Background: an optimization exercise with open tools, aiming at small area, a short achievable clock period and few clock cycles. Do not read the settings as production practice. Function was checked by simulation only, so behaviour that the tests miss may differ from the original.

== run A ==
Design sw_top, start of the top module:
module sw_top (
    input  wire          clk,
    input  wire          rst,
    input  wire          i_valid,
    input  wire [73:0]   i_job,
    input  wire          i_ready,
    output wire          o_ready,
    output wire          o_valid,
    output wire [17:0]   o_result
);
    localparam DEPTH = 5;
    wire          take;
    wire          rel_first;
    wire [1:0]    rel_buf;
    wire [1:0]    base_a;
    wire [1:0]    base_b;
    wire          first;
    wire          x;
    wire          y;
    wire          vb;
    wire [31:0]   read_0;
    wire [31:0]   read_1;
    wire [31:0]   read_2;
    wire [15:0]   en_0;
    wire [15:0]   en_1;
    wire [15:0]   en_2;
    wire          out_first;
    wire          out_x;
    wire [4:0]    c_score;
    wire [3:0]    c_row;
    wire          c_col;
    sw_controller #(.DEPTH(DEPTH)) sw_controller_i (
        .clk         (clk),
        .rst         (rst),
        .i_valid     (i_valid),
        .i_job       (i_job),
        .i_take      (take),
        .i_rel_first (rel_first),
        .i_rel_buf   (rel_buf),
        .o_ready     (o_ready),
        .o_base_a    (base_a),
        .o_base_b    (base_b),
        .o_first     (first),
        .o_x         (x),
        .o_y         (y),
        .o_vb        (vb),
        .o_read_0    (read_0),
        .o_read_1    (read_1),
        .o_read_2    (read_2),
        .o_en_0      (en_0),
        .o_en_1      (en_1),
        .o_en_2      (en_2)
    );
    sw_pe_array sw_pe_array_i (
        .clk          (clk),
  ...
export LEC_CHECK = 0
export ABC_AREA = 1
export CAP_MARGIN = 20
export CORE_MARGIN = 2
export CORE_UTILIZATION = 70
export PLACE_DENSITY = 0.8
export SLEW_MARGIN = 20
create_clock -name core_clock -period 10.0 [get_ports {clk}]
standard.sh (not shown) runs the stock make flow with config.mk's settings and CLKGATE_MAP_FILE= SYNTH_SCRIPT=/design/flow/synth_recipe.tcl, a recipe that flattens the netlist after the stock synthesis.
==> flow/flow/run.sh <==
#!/bin/bash
# The standard layout with three changes to how it is made (not to what is measured):
# - the port buffers are plain buf_2 cells instead of the delay buffer buffer_ports picks;
# - clock tree sinks are clustered in groups of up to 24 within 100 um;
# - repair_timing aims for 6.85 ns of setup slack, so it upsizes the gates and flip-flops on
#   the internal paths that are slower than the port paths.
# Every make step's output goes to make.log here; ORFS keeps each tool's full log under
# orfs/logs/.
set -euo pipefail
bash standard.sh "BUFFER_PORTS_ARGS=-buffer_cell sky130_fd_sc_hd__buf_2" CTS_CLUSTER_SIZE=24 CTS_CLUSTER_DIAMETER=100 SETUP_SLACK_MARGIN=6.85 finish > make.log 2>&1
Testbench counts of run A, summed over its fixed seeds: cycles 8,786.
Relative to run A, the following input files were edited for run B:
- PLACE_DENSITY: 0.8 -> 0.88
- CORE_UTILIZATION: 70 -> 80
Findings:
As far as post-synthesis instance total goes, run B and run A are indistinguishable; the numbers are identical.
The hold slack on run A is in line with that on run B.
Between run A and run B, detailed-routed wire length on met3 increased.
| overall track demand over capacity in global routing | run B vs run A | 12 points higher |
Last element of the critical path = o_valid: run B; last element of the critical path = o_result[1]: run A
Fmax down 0.91% in run B wrt run A
Setup changes, run B to run C
- PLACE_DENSITY now 0.8, was 0.88
- CORE_UTILIZATION now 70, was 80
-- flow/flow/run.sh --
<<< run B, line 4
# - clock tree sinks are clustered in groups of up to 24 within 100 um;
>>> run C, line 4
# - clock tree sinks are clustered in groups of up to 30 within 60 um;
<<< run B, line 10
bash standard.sh "BUFFER_PORTS_ARGS=-buffer_cell sky130_fd_sc_hd__buf_2" CTS_CLUSTER_SIZE=24 CTS_CLUSTER_DIAMETER=100 SETUP_SLACK_MARGIN=6.85 finish > make.log 2>&1
>>> run C, line 10
bash standard.sh "BUFFER_PORTS_ARGS=-buffer_cell sky130_fd_sc_hd__buf_2" CTS_CLUSTER_SIZE=30 CTS_CLUSTER_DIAMETER=60 SETUP_SLACK_MARGIN=6.85 finish > make.log 2>&1
Findings:
Both conditions hold for run C: the flow ran to the end and the final layout passed the timing, design-rule and antenna checks.
Compared to run B, run C has number of buffers created by CTS 20% higher.
Initial standard-cell utilization of the core: run C < run B
Worst-case clock skew across run B and run C: no real change.
[run C] first-pass GRT wire length fell 16% relative to run B

==> port drivers added, routing unchanged <==
Ports are ideal in the flow. The routed layouts listed here were re-timed in OpenROAD.
Step 1, drivers: a clkbuf_16 drives clk and a buf_2 each remaining input, both assumed.
Step 2 also shifts input and output timing later by t, the mid clock arrival at the registers, as if the neighbouring blocks saw the same clock.
a / b / c = ideal ports / drivers / drivers and shift; a / b = the first two.
run	t, ns	setup WS [ns]	worst setup path at the end	latest minus earliest clock arrival (ns)
run A	0.675	6.856 / 6.792 / 6.491	input to register	0.027 / 0.026
run B	0.697	6.827 / 6.761 / 6.374	input to register	0.035 / 0.035
run C	0.699	6.821 / 6.757 / 6.511	input to register	0.039 / 0.039
After both steps setup and hold are still met in every run listed. For run B, which loses most, drivers alone change the setup slack by -0.066 ns; drivers and shift together by -0.453 ns.
